This is an optimization exercise on Yosys and OpenROAD, whose aim is small area and a short achievable clock period, not a production implementation.
RTL that was checked went through simulation tests only; none was proved equivalent to the original.
Power is estimated from default activity; no workload was simulated.

==> inputs of run a <==
## udp_tx_arbiter
module udp_tx_arbiter #(
    parameter int unsigned DATA_WIDTH = 512,
    parameter int unsigned KEEP_WIDTH = DATA_WIDTH / 8,
    parameter int unsigned CNT_WIDTH  = 16
) (
    input  logic                  clk,
    input  logic                  rst,
    input  logic                  s_axis_peer_valid,
    output logic                  s_axis_peer_ready,
    input  logic [DATA_WIDTH-1:0] s_axis_peer_data,
    input  logic [KEEP_WIDTH-1:0] s_axis_peer_keep,
    input  logic                  s_axis_peer_last,
    input  logic [15:0]           s_axis_peer_src,
    input  logic [15:0]           s_axis_peer_dst,
    input  logic [15:0]           s_axis_peer_size,
    input  logic                  s_axis_host_valid,
    output logic                  s_axis_host_ready,
    input  logic [DATA_WIDTH-1:0] s_axis_host_data,
    input  logic [KEEP_WIDTH-1:0] s_axis_host_keep,
    input  logic                  s_axis_host_last,
    input  logic [15:0]           s_axis_host_src,
    input  logic [15:0]           s_axis_host_dst,
    input  logic [15:0]           s_axis_host_size,
    output logic                  m_axis_tx_valid,
    input  logic                  m_axis_tx_ready,
    output logic [DATA_WIDTH-1:0] m_axis_tx_data,
    output logic [KEEP_WIDTH-1:0] m_axis_tx_keep,
    output logic                  m_axis_tx_last,
    output logic [15:0]           m_axis_tx_src,
    output logic [15:0]           m_axis_tx_dst,
    output logic [15:0]           m_axis_tx_size,
    output logic [CNT_WIDTH-1:0]  stat_peer_pkts,
    output logic [CNT_WIDTH-1:0]  stat_host_pkts,
    output logic [CNT_WIDTH-1:0]  stat_len_err
);
Settings: LEC_CHECK=0, CAP_MARGIN=20, CORE_AREA=10 10 470 470, CTS_BUF_LIST=sky130_fd_sc_hd__clkbuf_8, CTS_CLUSTER_DIAMETER=60, CTS_CLUSTER_SIZE=12, DIE_AREA=0 0 480 480, SLEW_MARGIN=20, SYNTH_HIERARCHICAL=1; clock period 12.0 ns.
standard.sh (not shown) runs the stock make flow with config.mk's settings and CLKGATE_MAP_FILE= SYNTH_SCRIPT=/design/flow/synth_recipe.tcl, a recipe that flattens the netlist after the stock synthesis.
==> flow/flow/run.sh <==
#!/bin/bash
# The standard ORFS layout with these changes: synthesis leaves adders to abc (no full-adder
# cells), the ports get the smallest buffer, pins may sit on adjacent tracks (the clock pin
# alone, see pre_io.tcl), and timing repair aims for setup slack well above 0 at the design's
# clock.
set -euo pipefail
export ADDER_MAP_FILE=
export BUFFER_PORTS_ARGS="-buffer_cell sky130_fd_sc_hd__buf_1"
export PRE_IO_PLACEMENT_TCL="$(pwd)/flow/pre_io.tcl"
export PLACE_PINS_ARGS="-min_distance 1 -min_distance_in_tracks -exclude bottom:229-251"
export SETUP_SLACK_MARGIN=6.9
bash standard.sh finish > flow_make.log 2>&1
==> flow/flow/pre_io.tcl <==
# The clock pin gets a fixed spot in the middle of the bottom edge, with no other pin within
# 10 um: its wire is routed with wider spacing than the other pins allow when packed on every
# track.
place_pin -pin_name clk -layer met2 -location {239.89 0.243} -pin_size {0.14 0.485} -force_to_die_boundary
==> inputs of run b, as changes to run a <==
--- a/flow/design.v
+++ b/flow/design.v
@@ -82,13 +82,12 @@
         pay <= pay_d;
         sb  <= sb_d;
     end
     logic [7:0]  s_q, c_q, s_d, c_d, z;
     logic [9:0]  hi_q;
     logic [16:0] need_eff, need_cur;
-    logic        len_err;
     assign z        = s_q + c_q;
     assign need_eff = {(z[7] || z[6]) ? hi_q : hi_q - 10'd1, z[6:0] ^ 7'h40};
     assign need_cur = first_q ? {1'b0, sel_size} : need_eff;
     udp_tx_arbiter_cnt u_cnt (
         .sel_b(xh_q), .keep_a(s_axis_peer_keep), .keep_b(s_axis_host_keep),
         .nl(need_cur[6:0]), .s(s_d), .c(c_d)
@@ -97,17 +96,12 @@
         if (beat) begin
             s_q  <= s_d;
             c_q  <= c_d;
             hi_q <= need_cur[16:7];
         end
     end
-    logic eq64;
-    udp_tx_arbiter_chk u_chk (.s(s_d), .c(c_d), .eq(eq64));
-    udp_tx_arbiter_err u_err (
-        .done(pkt_done), .hi_nz(need_cur[16:7] != 10'd0), .eq(eq64), .err(len_err)
-    );
     always_ff @(posedge clk or posedge rst) begin
         if (rst) begin
             xp_q        <= 1'b0;
             xh_q        <= 1'b0;
             last_host_q <= 1'b1;
             first_q     <= 1'b0;
@@ -141,21 +135,32 @@
             host_cnt_q <= '0;
         end else if (pkt_done) begin
             if (xp_q && peer_cnt_q != '1) peer_cnt_q <= peer_cnt_q + CNT_WIDTH'(1);
             if (xh_q && host_cnt_q != '1) host_cnt_q <= host_cnt_q + CNT_WIDTH'(1);
         end
     end
-    logic                 err_pend_q;
-    logic [CNT_WIDTH-1:0] err_out;
-    udp_tx_arbiter_inc #(.W(CNT_WIDTH)) u_err_inc (.inc(err_pend_q), .q(err_cnt_q), .d(err_out));
+    logic                 err_pend_q, ok_lo, ok_hi, ok_lo_q, ok_hi_q, len_err;
+    logic [CNT_WIDTH-1:0] err_inc, err_out;
+    udp_tx_arbiter_chk u_chk (
+        .hi_zero(need_cur[16:7] == 10'd0), .s(s_d), .c(c_d), .ok_lo(ok_lo), .ok_hi(ok_hi)
+    );
+    always_ff @(posedge clk) begin
+        ok_lo_q <= ok_lo;
+        ok_hi_q <= ok_hi;
+    end
+    udp_tx_arbiter_err u_err (.done(err_pend_q), .ok_a(ok_lo_q), .ok_b(ok_hi_q), .err(len_err));
+    udp_tx_arbiter_inc #(.W(CNT_WIDTH)) u_err_inc (.q(err_cnt_q), .d(err_inc));
+    udp_tx_arbiter_mux #(.W(CNT_WIDTH)) u_err_mux (
+        .sel(len_err), .a(err_cnt_q), .b(err_inc), .y(err_out)
+    );
     always_ff @(posedge clk or posedge rst) begin
         if (rst) begin
             err_pend_q <= 1'b0;
             err_cnt_q  <= '0;
         end else begin
-            err_pend_q <= len_err;
+            err_pend_q <= pkt_done;
             err_cnt_q  <= err_out;
         end
     end
     assign m_axis_tx_valid = valid_q;
     assign {m_axis_tx_last, m_axis_tx_keep, m_axis_tx_data} = pay;
     assign {m_axis_tx_size, m_axis_tx_dst, m_axis_tx_src}   = sb;
@@ -182,37 +187,50 @@
     input  logic out_ready,
     output logic ready
 );
     assign ready = xfer && (idle_out || out_ready);
 endmodule
 module udp_tx_arbiter_chk (
+    input  logic       hi_zero,
     input  logic [7:0] s,
     input  logic [7:0] c,
-    output logic       eq
+    output logic       ok_lo,
+    output logic       ok_hi
 );
-    logic [7:0] k, cin;
-    assign k   = 8'd64;
-    assign cin = {(s[6:0] & c[6:0]) | ((s[6:0] | c[6:0]) & ~k[6:0]), 1'b0};
-    assign eq  = (s ^ c ^ k) == cin;
+    logic [7:0] k, cin, e;
+    assign k     = 8'd64;
+    assign cin   = {(s[6:0] & c[6:0]) | ((s[6:0] | c[6:0]) & ~k[6:0]), 1'b0};
+    assign e     = ~(s ^ c ^ k ^ cin);
+    assign ok_lo = hi_zero && (&e[3:0]);
+    assign ok_hi = &e[7:4];
 endmodule
 module udp_tx_arbiter_inc #(
     parameter int unsigned W = 16
 ) (
-    input  logic         inc,
     input  logic [W-1:0] q,
     output logic [W-1:0] d
 );
-    assign d = (inc && q != '1) ? q + W'(1) : q;
+    assign d = (q != '1) ? q + W'(1) : q;
+endmodule
+module udp_tx_arbiter_mux #(
+    parameter int unsigned W = 16
+) (
+    input  logic         sel,
+    input  logic [W-1:0] a,
+    input  logic [W-1:0] b,
+    output logic [W-1:0] y
+);
+    assign y = sel ? b : a;
 endmodule
 module udp_tx_arbiter_err (
     input  logic done,
-    input  logic hi_nz,
-    input  logic eq,
+    input  logic ok_a,
+    input  logic ok_b,
     output logic err
 );
-    assign err = done && (hi_nz || !eq);
+    assign err = done && !(ok_a && ok_b);
 endmodule
 module udp_tx_arbiter_cnt (
     input  logic        sel_b,
     input  logic [63:0] keep_a,
     input  logic [63:0] keep_b,
     input  logic [6:0]  nl,
--- a/flow/flow/run.sh
+++ b/flow/flow/run.sh
@@ -4,9 +4,9 @@
 # alone, see pre_io.tcl), and timing repair aims for setup slack well above 0 at the design's
 # clock.
 set -euo pipefail
 export ADDER_MAP_FILE=
 export BUFFER_PORTS_ARGS="-buffer_cell sky130_fd_sc_hd__buf_1"
 export PRE_IO_PLACEMENT_TCL="$(pwd)/flow/pre_io.tcl"
-export PLACE_PINS_ARGS="-min_distance 1 -min_distance_in_tracks -exclude bottom:229-251"
+export PLACE_PINS_ARGS="-min_distance 1 -min_distance_in_tracks -exclude bottom:229-251 -exclude right:238-243"
 export SETUP_SLACK_MARGIN=6.9
 bash standard.sh finish > flow_make.log 2>&1
==> flow/flow/pre_io.tcl (replaced) <==
# Pins placed before the others. The clock pin sits alone in the middle of the bottom edge (no
# other pin within 10 um): its wire is routed with wider spacing than pins packed on every track
# allow. m_axis_tx_ready and the two upstream readies, which it drives through one gate, sit on
# adjacent tracks in the middle of the right edge.
place_pin -pin_name clk -layer met2 -location {239.89 0.243} -pin_size {0.14 0.485} -force_to_die_boundary
place_pin -pin_name s_axis_peer_ready -layer met3 -location {479.6 239.70} -pin_size {0.8 0.3} -force_to_die_boundary
place_pin -pin_name m_axis_tx_ready -layer met3 -location {479.6 240.38} -pin_size {0.8 0.3} -force_to_die_boundary
place_pin -pin_name s_axis_host_ready -layer met3 -location {479.6 241.06} -pin_size {0.8 0.3} -force_to_die_boundary
--- a/flow/config.mk
+++ b/flow/config.mk
@@ -5,11 +5,11 @@
 export SDC_FILE = /design/flow/constraint.sdc
 export NUM_CORES = 4
 export LEC_CHECK = 0
 export CAP_MARGIN = 20
 export CORE_AREA = 10 10 470 470
 export CTS_BUF_LIST = sky130_fd_sc_hd__clkbuf_8
-export CTS_CLUSTER_DIAMETER = 60
-export CTS_CLUSTER_SIZE = 12
+export CTS_CLUSTER_DIAMETER = 70
+export CTS_CLUSTER_SIZE = 14
 export DIE_AREA = 0 0 480 480
 export SLEW_MARGIN = 20
 export SYNTH_HIERARCHICAL = 1
==> inputs of run c, as changes to run a <==
--- a/flow/design.v
+++ b/flow/design.v
@@ -46,18 +46,14 @@
     logic sld_p, sld_h, shold;
     logic sel_valid, sel_last;
     logic [15:0] sel_size;
     logic [PW-1:0] pay_p, pay_h;
     logic [47:0]   sb_p, sb_h;
     assign out_ready = !valid_q || m_axis_tx_ready;
-    udp_tx_arbiter_rdy u_rdy_p (
-        .xfer(xp_q), .idle_out(!valid_q), .out_ready(m_axis_tx_ready), .ready(s_axis_peer_ready)
-    );
-    udp_tx_arbiter_rdy u_rdy_h (
-        .xfer(xh_q), .idle_out(!valid_q), .out_ready(m_axis_tx_ready), .ready(s_axis_host_ready)
-    );
+    assign s_axis_peer_ready = xp_q && out_ready;
+    assign s_axis_host_ready = xh_q && out_ready;
     assign sel_valid = (xp_q && s_axis_peer_valid) || (xh_q && s_axis_host_valid);
     assign sel_last  = xh_q ? s_axis_host_last : s_axis_peer_last;
     assign sel_size  = xh_q ? s_axis_host_size : s_axis_peer_size;
     assign beat     = out_ready && sel_valid;
     assign pkt_done = beat && sel_last;
     assign ld_p  = xp_q && out_ready;
@@ -82,13 +78,13 @@
         pay <= pay_d;
         sb  <= sb_d;
     end
     logic [7:0]  s_q, c_q, s_d, c_d, z;
     logic [9:0]  hi_q;
     logic [16:0] need_eff, need_cur;
-    logic        len_err;
+    logic        pend_q, bad;
     assign z        = s_q + c_q;
     assign need_eff = {(z[7] || z[6]) ? hi_q : hi_q - 10'd1, z[6:0] ^ 7'h40};
     assign need_cur = first_q ? {1'b0, sel_size} : need_eff;
     udp_tx_arbiter_cnt u_cnt (
         .sel_b(xh_q), .keep_a(s_axis_peer_keep), .keep_b(s_axis_host_keep),
         .nl(need_cur[6:0]), .s(s_d), .c(c_d)
@@ -97,17 +93,16 @@
         if (beat) begin
             s_q  <= s_d;
             c_q  <= c_d;
             hi_q <= need_cur[16:7];
         end
     end
-    logic eq64;
-    udp_tx_arbiter_chk u_chk (.s(s_d), .c(c_d), .eq(eq64));
-    udp_tx_arbiter_err u_err (
-        .done(pkt_done), .hi_nz(need_cur[16:7] != 10'd0), .eq(eq64), .err(len_err)
-    );
+    logic [7:0] eq_k, eq_c;
+    assign eq_k = 8'd64;
+    assign eq_c = {(s_q[6:0] & c_q[6:0]) | ((s_q[6:0] | c_q[6:0]) & ~eq_k[6:0]), 1'b0};
+    assign bad  = (hi_q != 10'd0) || ((s_q ^ c_q ^ eq_k) != eq_c);
     always_ff @(posedge clk or posedge rst) begin
         if (rst) begin
             xp_q        <= 1'b0;
             xh_q        <= 1'b0;
             last_host_q <= 1'b1;
             first_q     <= 1'b0;
@@ -141,22 +136,21 @@
             host_cnt_q <= '0;
         end else if (pkt_done) begin
             if (xp_q && peer_cnt_q != '1) peer_cnt_q <= peer_cnt_q + CNT_WIDTH'(1);
             if (xh_q && host_cnt_q != '1) host_cnt_q <= host_cnt_q + CNT_WIDTH'(1);
         end
     end
-    logic                 err_pend_q;
     logic [CNT_WIDTH-1:0] err_out;
-    udp_tx_arbiter_inc #(.W(CNT_WIDTH)) u_err_inc (.inc(err_pend_q), .q(err_cnt_q), .d(err_out));
+    assign err_out = (pend_q && bad && err_cnt_q != '1) ? err_cnt_q + CNT_WIDTH'(1) : err_cnt_q;
     always_ff @(posedge clk or posedge rst) begin
         if (rst) begin
-            err_pend_q <= 1'b0;
-            err_cnt_q  <= '0;
+            pend_q    <= 1'b0;
+            err_cnt_q <= '0;
         end else begin
-            err_pend_q <= len_err;
-            err_cnt_q  <= err_out;
+            pend_q    <= pkt_done;
+            err_cnt_q <= err_out;
         end
     end
     assign m_axis_tx_valid = valid_q;
     assign {m_axis_tx_last, m_axis_tx_keep, m_axis_tx_data} = pay;
     assign {m_axis_tx_size, m_axis_tx_dst, m_axis_tx_src}   = sb;
     assign stat_peer_pkts  = peer_cnt_q;
@@ -173,47 +167,12 @@
     input  logic [W-1:0] b,
     input  logic [W-1:0] q,
     output logic [W-1:0] d
 );
     assign d = ({W{ld_a}} & a) | ({W{ld_b}} & b) | ({W{hold}} & q);
 endmodule
-module udp_tx_arbiter_rdy (
-    input  logic xfer,
-    input  logic idle_out,
-    input  logic out_ready,
-    output logic ready
-);
-    assign ready = xfer && (idle_out || out_ready);
-endmodule
-module udp_tx_arbiter_chk (
-    input  logic [7:0] s,
-    input  logic [7:0] c,
-    output logic       eq
-);
-    logic [7:0] k, cin;
-    assign k   = 8'd64;
-    assign cin = {(s[6:0] & c[6:0]) | ((s[6:0] | c[6:0]) & ~k[6:0]), 1'b0};
-    assign eq  = (s ^ c ^ k) == cin;
-endmodule
-module udp_tx_arbiter_inc #(
-    parameter int unsigned W = 16
-) (
-    input  logic         inc,
-    input  logic [W-1:0] q,
-    output logic [W-1:0] d
-);
-    assign d = (inc && q != '1) ? q + W'(1) : q;
-endmodule
-module udp_tx_arbiter_err (
-    input  logic done,
-    input  logic hi_nz,
-    input  logic eq,
-    output logic err
-);
-    assign err = done && (hi_nz || !eq);
-endmodule
 module udp_tx_arbiter_cnt (
     input  logic        sel_b,
     input  logic [63:0] keep_a,
     input  logic [63:0] keep_b,
     input  logic [6:0]  nl,
     output logic [7:0]  s,
==> flow/flow/run.sh (replaced) <==
#!/bin/bash
# The standard ORFS layout with these changes: synthesis leaves adders to abc (no full-adder
# cells), the ports get the smallest buffer, pins may sit on adjacent tracks, and timing repair
# aims for setup slack well above 0 at the design's clock.
set -euo pipefail
export ADDER_MAP_FILE=
export BUFFER_PORTS_ARGS="-buffer_cell sky130_fd_sc_hd__buf_1"
export PLACE_PINS_ARGS="-min_distance 1 -min_distance_in_tracks"
export SETUP_SLACK_MARGIN=6.6
bash standard.sh finish > flow_make.log 2>&1
--- a/flow/config.mk
+++ b/flow/config.mk
@@ -5,11 +5,9 @@
 export SDC_FILE = /design/flow/constraint.sdc
 export NUM_CORES = 4
 export LEC_CHECK = 0
 export CAP_MARGIN = 20
 export CORE_AREA = 10 10 470 470
 export CTS_BUF_LIST = sky130_fd_sc_hd__clkbuf_8
-export CTS_CLUSTER_DIAMETER = 60
-export CTS_CLUSTER_SIZE = 12
 export DIE_AREA = 0 0 480 480
 export SLEW_MARGIN = 20
 export SYNTH_HIERARCHICAL = 1
removed: flow/flow/pre_io.tcl
==> comparison table <==
quantity                                                                             run a                    run b                    run c
Run status                                                         complete, no violations  complete, no violations  complete, no violations
Layout filler cell count                                                             23.8k                    23.7k                    23.7k
Data arrival at the endpoint of the critical path                                  2.87 ns                  2.84 ns                  3.39 ns
Iteration count of the initial detailed-routing pass                                    11                       12                       27
# diodes                                                                               253                      211                      161
RR Startpoint                                                                         xh_q                     xh_q                  first_q
Routed WL per cell                                                                 41.5 um                  35.8 um                  35.0 um
Register-to-register setup slack                                                   7.07 ns                  7.19 ns                  7.44 ns
Leak pwr                                                                         0.0177 uW                0.0174 uW                0.0179 uW
Worst supply voltage drop on vdd                                                0.000711 V               0.000619 V               0.000265 V
Number of setup buffers added after CTS                                                  1                       13                       14
Clock network power                                                                2210 uW                  1690 uW                  2520 uW
Fraction of post-synthesis cell area in the top cell type by area                    40.4%                    40.1%                    41.0%
Half-perimeter wire length after placement                                          284 mm                   241 mm                   230 mm
Length of routed met2 wiring                                                        129 mm                   115 mm                   110 mm
Pwr Density                                                                    387 nW/um^2              350 nW/um^2              327 nW/um^2
Comb_multi_in                                                                         1303                     1313                     1232
Synthesized netlist cell count                                                        2892                     2909                     2811
Largest clock skew in the final design                                           0.0839 ns                0.0453 ns                0.0464 ns
Period utilization                                                                   43.9%                    43.7%                    48.3%
For run c, only the layout was checked, not whether the RTL still works.

what the ideal ports hide:
Ports are ideal in the flow. The routed layouts listed here were re-timed in OpenROAD.
Step 1 sets driving cells, clkbuf_16 on the clock port and buf_2 on the other inputs (assumed; they add their load-dependent delay and slew).
Step 2 adds t to the input delays and takes it off the output delays; t is the mean of the earliest and latest rising clock arrival at the registers after step 1. Input paths then give back, and output paths get back, about the clock's delay inside the block.
a / b / c = no drivers / after step 1 / after step 2; a / b = the first two.
run | shift t [ns] | setup slack, ns | worst hold slack (ns) | clock arrival spread, ns | cell pins on the clock port's net
run a | 0.941 | 6.732 / 6.609 / 5.765 | 0.463 / 0.463 / 0.463 | 0.086 / 0.086 | 1
run b | 0.897 | 6.761 / 6.700 / 5.859 | 0.466 / 0.466 / 0.466 | 0.079 / 0.079 | 1
run c | 0.980 | 6.207 / 6.126 / 5.741 | 0.458 / 0.458 / 0.458 | 0.064 / 0.064 | 1
After both steps every run listed still meets setup and hold. The setup slack of run a, which loses most, moves by -0.123 ns with the drivers and by -0.967 ns with both steps.
